This design comes from an exercise in tuning for small area and a short achievable clock period on the open sky130 flow, not from production work. In this exercise RTL edits were held to simulation tests only and were not proved equivalent to the original. No activity file was given, so power comes from the tool's default toggle rates.

==> inputs of 12-11 <==
Design intra_recon_top, start of the top module:
module intra_recon_top #(
	parameter int BIT_DEPTH = intra_geom_pkg::DEFAULT_BIT_DEPTH
) (
	input  logic                                                 clk,
	input  logic                                                 arst_n,
	input  logic                                                 i_valid,
	input  intra_mode_pkg::mode_t                                i_mode,
	input  logic                                                 i_is_inter,
	input  logic [intra_geom_pkg::TB_SIZE*BIT_DEPTH-1:0]         i_above,
	input  logic [intra_geom_pkg::TB_SIZE*BIT_DEPTH-1:0]         i_left,
	input  logic [BIT_DEPTH-1:0]                                 i_top_right,
	input  logic [BIT_DEPTH-1:0]                                 i_bottom_left,
	input  logic [intra_geom_pkg::NUM_SAMPLES*(BIT_DEPTH+1)-1:0] i_residuals,
	input  logic [intra_geom_pkg::NUM_SAMPLES*BIT_DEPTH-1:0]     i_pred_inter,
	output logic                                                 o_valid,
	output logic [intra_geom_pkg::NUM_SAMPLES*BIT_DEPTH-1:0]     o_recon
);
clock: 5.2 ns
lec_check: 0
cap_margin: 20
core_margin: 2
core_utilization: 40
cts_cluster_diameter: 100
cts_cluster_size: 20
setup_slack_margin: 2.4
slew_margin: 20
standard.sh (not shown) runs the stock make flow with config.mk's settings and CLKGATE_MAP_FILE= SYNTH_SCRIPT=/design/flow/synth_recipe.tcl, a recipe that flattens the netlist after the stock synthesis.
==> flow/flow/run.sh <==
#!/bin/bash
# The standard layout (standard.sh, all ORFS steps from synthesis to
# finish), with buf_2 as the port buffer instead of buffer_ports' default
# delay buffer. Every input and output port still gets its own buffer.
set -euo pipefail
export BUFFER_PORTS_ARGS="-buffer_cell sky130_fd_sc_hd__buf_2"
bash standard.sh finish > standard_run.log 2>&1
==> 08-01 (differences from 12-11) <==
--- a/flow/design.v
+++ b/flow/design.v
@@ -238,13 +238,13 @@
 	localparam int OFF_W     = OFF_U + N*EW;      
 	localparam int OFF_H0    = OFF_W + N*EW;      
 	localparam int OFF_H2    = OFF_H0 + N*TW;     
 	localparam int OFF_V0    = OFF_H2 + N*TW;     
 	localparam int OFF_V2    = OFF_V0 + N*TW;     
 	localparam int OFF_DC    = OFF_V2 + N*TW;     
-	localparam int INTRA_W   = OFF_DC + 3*TW;
+	localparam int INTRA_W   = OFF_DC + 2*PW;
 	localparam int SHARED_W  = NS*BD;
 	logic [BD-1:0] in_a [N];
 	logic [BD-1:0] in_l [N];
 	for (genvar k = 0; k < N; k++) begin : g_unpack
 		assign in_a[k] = i_above[k*BD +: BD];
 		assign in_l[k] = i_left[k*BD +: BD];
@@ -252,25 +252,39 @@
 	logic [INTRA_W-1:0] intra_in;
 	assign intra_in[OFF_ABOVE +: N*BD] = i_above;
 	assign intra_in[OFF_LEFT +: N*BD]  = i_left;
 	assign intra_in[OFF_TR +: BD]      = i_top_right;
 	assign intra_in[OFF_BL +: BD]      = i_bottom_left;
 	for (genvar k = 0; k < N; k++) begin : g_in
-		logic [EW-1:0] u, w;
-		assign u = EW'(in_l[k]) + EW'(i_top_right);
-		assign w = EW'(in_a[k]) + EW'(i_bottom_left);
-		assign intra_in[OFF_U + k*EW +: EW]  = u;
-		assign intra_in[OFF_W + k*EW +: EW]  = w;
-		assign intra_in[OFF_H0 + k*TW +: TW] = TW'(u) + (TW'(in_l[k]) << 1);
-		assign intra_in[OFF_H2 + k*TW +: TW] = TW'(u) + (TW'(i_top_right) << 1);
-		assign intra_in[OFF_V0 + k*TW +: TW] = TW'(w) + (TW'(in_a[k]) << 1);
-		assign intra_in[OFF_V2 + k*TW +: TW] = TW'(w) + (TW'(i_bottom_left) << 1);
-	end
-	assign intra_in[OFF_DC + 0*TW +: TW] = TW'(in_a[0]) + TW'(in_a[1]) + TW'(in_a[2]);
-	assign intra_in[OFF_DC + 1*TW +: TW] = TW'(in_a[3]) + TW'(in_l[0]) + TW'(in_l[1]);
-	assign intra_in[OFF_DC + 2*TW +: TW] = TW'(in_l[2]) + TW'(in_l[3]) + TW'(N);
+		assign intra_in[OFF_U + k*EW +: EW]  = EW'(in_l[k]) + EW'(i_top_right);
+		assign intra_in[OFF_W + k*EW +: EW]  = EW'(in_a[k]) + EW'(i_bottom_left);
+		assign intra_in[OFF_H0 + k*TW +: TW] = TW'(in_l[k]) + (TW'(in_l[k]) << 1) + TW'(i_top_right);
+		assign intra_in[OFF_H2 + k*TW +: TW] = TW'(in_l[k]) + TW'(i_top_right) + (TW'(i_top_right) << 1);
+		assign intra_in[OFF_V0 + k*TW +: TW] = TW'(in_a[k]) + (TW'(in_a[k]) << 1) + TW'(i_bottom_left);
+		assign intra_in[OFF_V2 + k*TW +: TW] = TW'(in_a[k]) + TW'(i_bottom_left) + (TW'(i_bottom_left) << 1);
+	end
+	logic [PW-1:0] cs_in [8];
+	for (genvar k = 0; k < N; k++) begin : g_cs_in
+		assign cs_in[k]     = PW'(in_a[k]);
+		assign cs_in[N + k] = PW'(in_l[k]);
+	end
+	logic [PW-1:0] s1, c1, s2, c2, s3, c3, s4, c4, s5, c5, s6, c6;
+	assign s1 = cs_in[0] ^ cs_in[1] ^ cs_in[2];
+	assign c1 = ((cs_in[0] & cs_in[1]) | (cs_in[0] & cs_in[2]) | (cs_in[1] & cs_in[2])) << 1;
+	assign s2 = cs_in[3] ^ cs_in[4] ^ cs_in[5];
+	assign c2 = ((cs_in[3] & cs_in[4]) | (cs_in[3] & cs_in[5]) | (cs_in[4] & cs_in[5])) << 1;
+	assign s3 = s1 ^ c1 ^ s2;
+	assign c3 = ((s1 & c1) | (s1 & s2) | (c1 & s2)) << 1;
+	assign s4 = c2 ^ cs_in[6] ^ cs_in[7];
+	assign c4 = ((c2 & cs_in[6]) | (c2 & cs_in[7]) | (cs_in[6] & cs_in[7])) << 1;
+	assign s5 = s3 ^ c3 ^ s4;
+	assign c5 = ((s3 & c3) | (s3 & s4) | (c3 & s4)) << 1;
+	assign s6 = s5 ^ c5 ^ c4;
+	assign c6 = ((s5 & c5) | (s5 & c4) | (c5 & c4)) << 1;
+	assign intra_in[OFF_DC +: PW]      = s6;
+	assign intra_in[OFF_DC + PW +: PW] = c6;
 	logic                a_planar, a_dc, a_hor, a_ver, a_inter;
 	logic [INTRA_W-1:0]  a_op;
 	logic [NS*RES_W-1:0] a_res;
 	always_ff @(posedge clk) begin
 		a_inter  <= i_is_inter;
 		a_planar <= !i_is_inter && (i_mode == intra_mode_pkg::MODE_PLANAR);
@@ -280,57 +294,59 @@
 			&& (i_mode != intra_mode_pkg::MODE_HOR) && (i_mode != intra_mode_pkg::MODE_VER);
 		a_op[SHARED_W-1:0]       <= i_is_inter ? i_pred_inter : intra_in[SHARED_W-1:0];
 		a_op[INTRA_W-1:SHARED_W] <= intra_in[INTRA_W-1:SHARED_W];
 		a_res <= i_residuals;
 	end
 	logic [PW-1:0] dc_sum;
-	logic [BD-1:0] dc;
-	assign dc_sum = PW'(a_op[OFF_DC + 0*TW +: TW])
-		+ PW'(a_op[OFF_DC + 1*TW +: TW])
-		+ PW'(a_op[OFF_DC + 2*TW +: TW]);
-	assign dc = dc_sum[3 +: BD];
+	logic [BD:0]   dc;    
+	assign dc_sum = a_op[OFF_DC +: PW] + a_op[OFF_DC + PW +: PW];
+	assign dc = dc_sum[2 +: BD+1];
 	logic [BD-1:0] tr, bl;
 	assign tr = a_op[OFF_TR +: BD];
 	assign bl = a_op[OFF_BL +: BD];
-	logic [NS*BD-1:0]    b_pred;
+	logic [NS*(BD+1)-1:0] b_pred;  
 	logic [NS*RES_W-1:0] b_res;
 	for (genvar y = 0; y < N; y++) begin : g_row
 		for (genvar x = 0; x < N; x++) begin : g_col
 			localparam int I = y*N + x;
-			logic [BD-1:0] above_x, left_y, inter_i, p;
+			logic [BD-1:0] above_x, left_y, inter_i;
+			logic [BD:0]   p;
 			logic [PW-1:0] h, v, plan;
 			assign above_x = a_op[OFF_ABOVE + x*BD +: BD];
 			assign left_y  = a_op[OFF_LEFT + y*BD +: BD];
 			assign inter_i = a_op[I*BD +: BD];
 			if (x == 0)      assign h = PW'(a_op[OFF_H0 + y*TW +: TW]);
 			else if (x == 1) assign h = PW'(a_op[OFF_U + y*EW +: EW]) << 1;
 			else if (x == 2) assign h = PW'(a_op[OFF_H2 + y*TW +: TW]);
 			else             assign h = PW'(tr) << 2;
 			if (y == 0)      assign v = PW'(a_op[OFF_V0 + x*TW +: TW]);
 			else if (y == 1) assign v = PW'(a_op[OFF_W + x*EW +: EW]) << 1;
 			else if (y == 2) assign v = PW'(a_op[OFF_V2 + x*TW +: TW]);
 			else             assign v = PW'(bl) << 2;
-			assign plan = h + v + PW'(N);
+			assign plan = h + v;
 			always_comb begin
 				p = '0;
-				if (a_inter)  p = p | inter_i;
-				if (a_planar) p = p | plan[3 +: BD];
-				if (a_hor)    p = p | left_y;
-				if (a_ver)    p = p | above_x;
+				if (a_inter)  p = p | {inter_i, 1'b0};
+				if (a_planar) p = p | plan[2 +: BD+1];
+				if (a_hor)    p = p | {left_y, 1'b0};
+				if (a_ver)    p = p | {above_x, 1'b0};
 				if (a_dc)     p = p | dc;
 			end
 			always_ff @(posedge clk)
-				b_pred[I*BD +: BD] <= p;
+				b_pred[I*(BD+1) +: BD+1] <= p;
 		end
 	end
 	always_ff @(posedge clk)
 		b_res <= a_res;
 	logic [NS*BD-1:0] recon_next;
 	for (genvar i = 0; i < NS; i++) begin : g_clip
+		logic signed [SUM_W:0] s2;   
 		logic signed [SUM_W-1:0] s;
-		assign s = $signed({2'b00, b_pred[i*BD +: BD]}) + SUM_W'($signed(b_res[i*RES_W +: RES_W]));
+		assign s2 = $signed({2'b00, b_pred[i*(BD+1) +: BD+1]})
+			+ $signed({b_res[i*RES_W +: RES_W], 1'b1});
+		assign s  = s2[SUM_W:1];
 		assign recon_next[i*BD +: BD] = s[SUM_W-1] ? '0 : (s[BD] ? '1 : s[BD-1:0]);
 	end
 	always_ff @(posedge clk or negedge arst_n) begin
 		if (!arst_n)
 			o_recon <= '0;
 		else if (b_valid)
PLACE_DENSITY = 0.9   (was not set)
==> 09-09 (differences from 12-11) <==
--- a/flow/design.v
+++ b/flow/design.v
@@ -238,13 +238,13 @@
 	localparam int OFF_W     = OFF_U + N*EW;      
 	localparam int OFF_H0    = OFF_W + N*EW;      
 	localparam int OFF_H2    = OFF_H0 + N*TW;     
 	localparam int OFF_V0    = OFF_H2 + N*TW;     
 	localparam int OFF_V2    = OFF_V0 + N*TW;     
 	localparam int OFF_DC    = OFF_V2 + N*TW;     
-	localparam int INTRA_W   = OFF_DC + 3*TW;
+	localparam int INTRA_W   = OFF_DC + 2*PW;
 	localparam int SHARED_W  = NS*BD;
 	logic [BD-1:0] in_a [N];
 	logic [BD-1:0] in_l [N];
 	for (genvar k = 0; k < N; k++) begin : g_unpack
 		assign in_a[k] = i_above[k*BD +: BD];
 		assign in_l[k] = i_left[k*BD +: BD];
@@ -252,25 +252,39 @@
 	logic [INTRA_W-1:0] intra_in;
 	assign intra_in[OFF_ABOVE +: N*BD] = i_above;
 	assign intra_in[OFF_LEFT +: N*BD]  = i_left;
 	assign intra_in[OFF_TR +: BD]      = i_top_right;
 	assign intra_in[OFF_BL +: BD]      = i_bottom_left;
 	for (genvar k = 0; k < N; k++) begin : g_in
-		logic [EW-1:0] u, w;
-		assign u = EW'(in_l[k]) + EW'(i_top_right);
-		assign w = EW'(in_a[k]) + EW'(i_bottom_left);
-		assign intra_in[OFF_U + k*EW +: EW]  = u;
-		assign intra_in[OFF_W + k*EW +: EW]  = w;
-		assign intra_in[OFF_H0 + k*TW +: TW] = TW'(u) + (TW'(in_l[k]) << 1);
-		assign intra_in[OFF_H2 + k*TW +: TW] = TW'(u) + (TW'(i_top_right) << 1);
-		assign intra_in[OFF_V0 + k*TW +: TW] = TW'(w) + (TW'(in_a[k]) << 1);
-		assign intra_in[OFF_V2 + k*TW +: TW] = TW'(w) + (TW'(i_bottom_left) << 1);
-	end
-	assign intra_in[OFF_DC + 0*TW +: TW] = TW'(in_a[0]) + TW'(in_a[1]) + TW'(in_a[2]);
-	assign intra_in[OFF_DC + 1*TW +: TW] = TW'(in_a[3]) + TW'(in_l[0]) + TW'(in_l[1]);
-	assign intra_in[OFF_DC + 2*TW +: TW] = TW'(in_l[2]) + TW'(in_l[3]) + TW'(N);
+		assign intra_in[OFF_U + k*EW +: EW]  = EW'(in_l[k]) + EW'(i_top_right);
+		assign intra_in[OFF_W + k*EW +: EW]  = EW'(in_a[k]) + EW'(i_bottom_left);
+		assign intra_in[OFF_H0 + k*TW +: TW] = TW'(in_l[k]) + (TW'(in_l[k]) << 1) + TW'(i_top_right);
+		assign intra_in[OFF_H2 + k*TW +: TW] = TW'(in_l[k]) + TW'(i_top_right) + (TW'(i_top_right) << 1);
+		assign intra_in[OFF_V0 + k*TW +: TW] = TW'(in_a[k]) + (TW'(in_a[k]) << 1) + TW'(i_bottom_left);
+		assign intra_in[OFF_V2 + k*TW +: TW] = TW'(in_a[k]) + TW'(i_bottom_left) + (TW'(i_bottom_left) << 1);
+	end
+	logic [PW-1:0] cs_in [8];
+	for (genvar k = 0; k < N; k++) begin : g_cs_in
+		assign cs_in[k]     = PW'(in_a[k]);
+		assign cs_in[N + k] = PW'(in_l[k]);
+	end
+	logic [PW-1:0] s1, c1, s2, c2, s3, c3, s4, c4, s5, c5, s6, c6;
+	assign s1 = cs_in[0] ^ cs_in[1] ^ cs_in[2];
+	assign c1 = ((cs_in[0] & cs_in[1]) | (cs_in[0] & cs_in[2]) | (cs_in[1] & cs_in[2])) << 1;
+	assign s2 = cs_in[3] ^ cs_in[4] ^ cs_in[5];
+	assign c2 = ((cs_in[3] & cs_in[4]) | (cs_in[3] & cs_in[5]) | (cs_in[4] & cs_in[5])) << 1;
+	assign s3 = s1 ^ c1 ^ s2;
+	assign c3 = ((s1 & c1) | (s1 & s2) | (c1 & s2)) << 1;
+	assign s4 = c2 ^ cs_in[6] ^ cs_in[7];
+	assign c4 = ((c2 & cs_in[6]) | (c2 & cs_in[7]) | (cs_in[6] & cs_in[7])) << 1;
+	assign s5 = s3 ^ c3 ^ s4;
+	assign c5 = ((s3 & c3) | (s3 & s4) | (c3 & s4)) << 1;
+	assign s6 = s5 ^ c5 ^ c4;
+	assign c6 = ((s5 & c5) | (s5 & c4) | (c5 & c4)) << 1;
+	assign intra_in[OFF_DC +: PW]      = s6;
+	assign intra_in[OFF_DC + PW +: PW] = c6;
 	logic                a_planar, a_dc, a_hor, a_ver, a_inter;
 	logic [INTRA_W-1:0]  a_op;
 	logic [NS*RES_W-1:0] a_res;
 	always_ff @(posedge clk) begin
 		a_inter  <= i_is_inter;
 		a_planar <= !i_is_inter && (i_mode == intra_mode_pkg::MODE_PLANAR);
@@ -280,57 +294,59 @@
 			&& (i_mode != intra_mode_pkg::MODE_HOR) && (i_mode != intra_mode_pkg::MODE_VER);
 		a_op[SHARED_W-1:0]       <= i_is_inter ? i_pred_inter : intra_in[SHARED_W-1:0];
 		a_op[INTRA_W-1:SHARED_W] <= intra_in[INTRA_W-1:SHARED_W];
 		a_res <= i_residuals;
 	end
 	logic [PW-1:0] dc_sum;
-	logic [BD-1:0] dc;
-	assign dc_sum = PW'(a_op[OFF_DC + 0*TW +: TW])
-		+ PW'(a_op[OFF_DC + 1*TW +: TW])
-		+ PW'(a_op[OFF_DC + 2*TW +: TW]);
-	assign dc = dc_sum[3 +: BD];
+	logic [BD:0]   dc;    
+	assign dc_sum = a_op[OFF_DC +: PW] + a_op[OFF_DC + PW +: PW];
+	assign dc = dc_sum[2 +: BD+1];
 	logic [BD-1:0] tr, bl;
 	assign tr = a_op[OFF_TR +: BD];
 	assign bl = a_op[OFF_BL +: BD];
-	logic [NS*BD-1:0]    b_pred;
+	logic [NS*(BD+1)-1:0] b_pred;  
 	logic [NS*RES_W-1:0] b_res;
 	for (genvar y = 0; y < N; y++) begin : g_row
 		for (genvar x = 0; x < N; x++) begin : g_col
 			localparam int I = y*N + x;
-			logic [BD-1:0] above_x, left_y, inter_i, p;
+			logic [BD-1:0] above_x, left_y, inter_i;
+			logic [BD:0]   p;
 			logic [PW-1:0] h, v, plan;
 			assign above_x = a_op[OFF_ABOVE + x*BD +: BD];
 			assign left_y  = a_op[OFF_LEFT + y*BD +: BD];
 			assign inter_i = a_op[I*BD +: BD];
 			if (x == 0)      assign h = PW'(a_op[OFF_H0 + y*TW +: TW]);
 			else if (x == 1) assign h = PW'(a_op[OFF_U + y*EW +: EW]) << 1;
 			else if (x == 2) assign h = PW'(a_op[OFF_H2 + y*TW +: TW]);
 			else             assign h = PW'(tr) << 2;
 			if (y == 0)      assign v = PW'(a_op[OFF_V0 + x*TW +: TW]);
 			else if (y == 1) assign v = PW'(a_op[OFF_W + x*EW +: EW]) << 1;
 			else if (y == 2) assign v = PW'(a_op[OFF_V2 + x*TW +: TW]);
 			else             assign v = PW'(bl) << 2;
-			assign plan = h + v + PW'(N);
+			assign plan = h + v;
 			always_comb begin
 				p = '0;
-				if (a_inter)  p = p | inter_i;
-				if (a_planar) p = p | plan[3 +: BD];
-				if (a_hor)    p = p | left_y;
-				if (a_ver)    p = p | above_x;
+				if (a_inter)  p = p | {inter_i, 1'b0};
+				if (a_planar) p = p | plan[2 +: BD+1];
+				if (a_hor)    p = p | {left_y, 1'b0};
+				if (a_ver)    p = p | {above_x, 1'b0};
 				if (a_dc)     p = p | dc;
 			end
 			always_ff @(posedge clk)
-				b_pred[I*BD +: BD] <= p;
+				b_pred[I*(BD+1) +: BD+1] <= p;
 		end
 	end
 	always_ff @(posedge clk)
 		b_res <= a_res;
 	logic [NS*BD-1:0] recon_next;
 	for (genvar i = 0; i < NS; i++) begin : g_clip
+		logic signed [SUM_W:0] s2;   
 		logic signed [SUM_W-1:0] s;
-		assign s = $signed({2'b00, b_pred[i*BD +: BD]}) + SUM_W'($signed(b_res[i*RES_W +: RES_W]));
+		assign s2 = $signed({2'b00, b_pred[i*(BD+1) +: BD+1]})
+			+ $signed({b_res[i*RES_W +: RES_W], 1'b1});
+		assign s  = s2[SUM_W:1];
 		assign recon_next[i*BD +: BD] = s[SUM_W-1] ? '0 : (s[BD] ? '1 : s[BD-1:0]);
 	end
 	always_ff @(posedge clk or negedge arst_n) begin
 		if (!arst_n)
 			o_recon <= '0;
 		else if (b_valid)
==> 12-19 (differences from 12-11) <==
--- a/flow/design.v
+++ b/flow/design.v
@@ -252,21 +252,18 @@
 	logic [INTRA_W-1:0] intra_in;
 	assign intra_in[OFF_ABOVE +: N*BD] = i_above;
 	assign intra_in[OFF_LEFT +: N*BD]  = i_left;
 	assign intra_in[OFF_TR +: BD]      = i_top_right;
 	assign intra_in[OFF_BL +: BD]      = i_bottom_left;
 	for (genvar k = 0; k < N; k++) begin : g_in
-		logic [EW-1:0] u, w;
-		assign u = EW'(in_l[k]) + EW'(i_top_right);
-		assign w = EW'(in_a[k]) + EW'(i_bottom_left);
-		assign intra_in[OFF_U + k*EW +: EW]  = u;
-		assign intra_in[OFF_W + k*EW +: EW]  = w;
-		assign intra_in[OFF_H0 + k*TW +: TW] = TW'(u) + (TW'(in_l[k]) << 1);
-		assign intra_in[OFF_H2 + k*TW +: TW] = TW'(u) + (TW'(i_top_right) << 1);
-		assign intra_in[OFF_V0 + k*TW +: TW] = TW'(w) + (TW'(in_a[k]) << 1);
-		assign intra_in[OFF_V2 + k*TW +: TW] = TW'(w) + (TW'(i_bottom_left) << 1);
+		assign intra_in[OFF_U + k*EW +: EW]  = EW'(in_l[k]) + EW'(i_top_right);
+		assign intra_in[OFF_W + k*EW +: EW]  = EW'(in_a[k]) + EW'(i_bottom_left);
+		assign intra_in[OFF_H0 + k*TW +: TW] = TW'(in_l[k]) + (TW'(in_l[k]) << 1) + TW'(i_top_right);
+		assign intra_in[OFF_H2 + k*TW +: TW] = TW'(in_l[k]) + TW'(i_top_right) + (TW'(i_top_right) << 1);
+		assign intra_in[OFF_V0 + k*TW +: TW] = TW'(in_a[k]) + (TW'(in_a[k]) << 1) + TW'(i_bottom_left);
+		assign intra_in[OFF_V2 + k*TW +: TW] = TW'(in_a[k]) + TW'(i_bottom_left) + (TW'(i_bottom_left) << 1);
 	end
 	assign intra_in[OFF_DC + 0*TW +: TW] = TW'(in_a[0]) + TW'(in_a[1]) + TW'(in_a[2]);
 	assign intra_in[OFF_DC + 1*TW +: TW] = TW'(in_a[3]) + TW'(in_l[0]) + TW'(in_l[1]);
 	assign intra_in[OFF_DC + 2*TW +: TW] = TW'(in_l[2]) + TW'(in_l[3]) + TW'(N);
 	logic                a_planar, a_dc, a_hor, a_ver, a_inter;
 	logic [INTRA_W-1:0]  a_op;
==> flow/run.sh (new file) <==
#!/bin/bash
# synth_recipe.tcl (not shown) runs the flow's synth.tcl, then flattens the netlist and writes it again
# the make line also repeats each setting of config.mk as NAME=value (left out here)
make -C /OpenROAD-flow-scripts/flow DESIGN_CONFIG=/design/flow/config.mk WORK_HOME=/design/flow/orfs CLKGATE_MAP_FILE= SYNTH_SCRIPT=/design/flow/synth_recipe.tcl finish
CTS_CLUSTER_DIAMETER = not set   (was 100)
CTS_CLUSTER_SIZE = not set   (was 20)
SETUP_SLACK_MARGIN = not set   (was 2.4)
removed: flow/flow/run.sh
removed: flow/standard.sh
==> comparison <==
12-11 went through all stages and came out clean. 08-01 finished with antenna violations left. 12-19 completed without violations. 09-09 passed the timing, design-rule and antenna checks.
Of 12-19 and 08-01, 12-19 has the higher clock skew (gap 0.010 ns).
Against 12-11, the final cell count of 12-19 is larger by about 7%.
Fmax: 12-19 < 12-11 < 09-09 < 08-01.
The highest via count belongs to 08-01, the lowest to 12-11.
Synthesized cell count: 09-09 is higher than 12-11 (about 10%).
==> figures <==
quantity                                                                  12-11                     08-01           12-19           09-09
Reg-to-reg slack, setup                                                 2.24 ns                   2.37 ns         1.61 ns         2.30 ns
Status                                                           finished clean  finished with violations  finished clean  finished clean
Violated checks                                                               -        antenna violations               -               -
Number of placed cells counting well taps                                  5984                      6513            6405            6506
Data required time of the worst path                                    5.72 ns                   5.65 ns         5.67 ns         5.63 ns
Last weighted congestion value of the routability-driven placer           0.972                      1.04           0.994           0.971
Post-synthesis instance area                                          43400 µm²                 46000 µm²       46100 µm²       46000 µm²
Clock network power                                                   0.00447 W                 0.00435 W       0.00755 W       0.00438 W
Number of nets in the synthesized netlist                                  5194                      5600            5605            5600
Distinct cell type count after synthesis                                     77                        75              74              75
Net switching power figure                                             0.0148 W                  0.0125 W        0.0139 W        0.0123 W
Post-route setup slack                                                  2.24 ns                   2.37 ns         1.61 ns         2.30 ns

[port drivers added, routing unchanged]
In the flow no input, the clock included, has a driving cell. The finished layouts below were timed again as built, in two steps. Step 1, drivers: a clkbuf_16 drives clk and a buf_2 each remaining input, both assumed. Step 2 times the ports against the registers' clock, not the clock port: input delays grow and output delays shrink by t, the midpoint of the rising clock arrivals with the driver on. Three values: ideal ports, drivers, drivers and shift; two values: the first two.
run	t, ns	setup WS [ns]	worst setup path at the end	latest minus earliest clock arrival (ns)	worst data-port slew with drivers (ns)
12-11	0.766	2.243 / 2.243 / 1.537	input to register	0.037 / 0.037	0.20
08-01	0.751	2.375 / 2.375 / 1.655	input to register	0.030 / 0.030	0.15
09-09	0.754	2.299 / 2.299 / 1.698	input to register	0.038 / 0.038	0.11
12-19	0.768	1.610 / 1.550 / 0.781	input to register	0.040 / 0.039	0.14
For 12-19, which loses most, drivers alone change the setup slack by -0.060 ns; drivers and shift together by -0.829 ns.
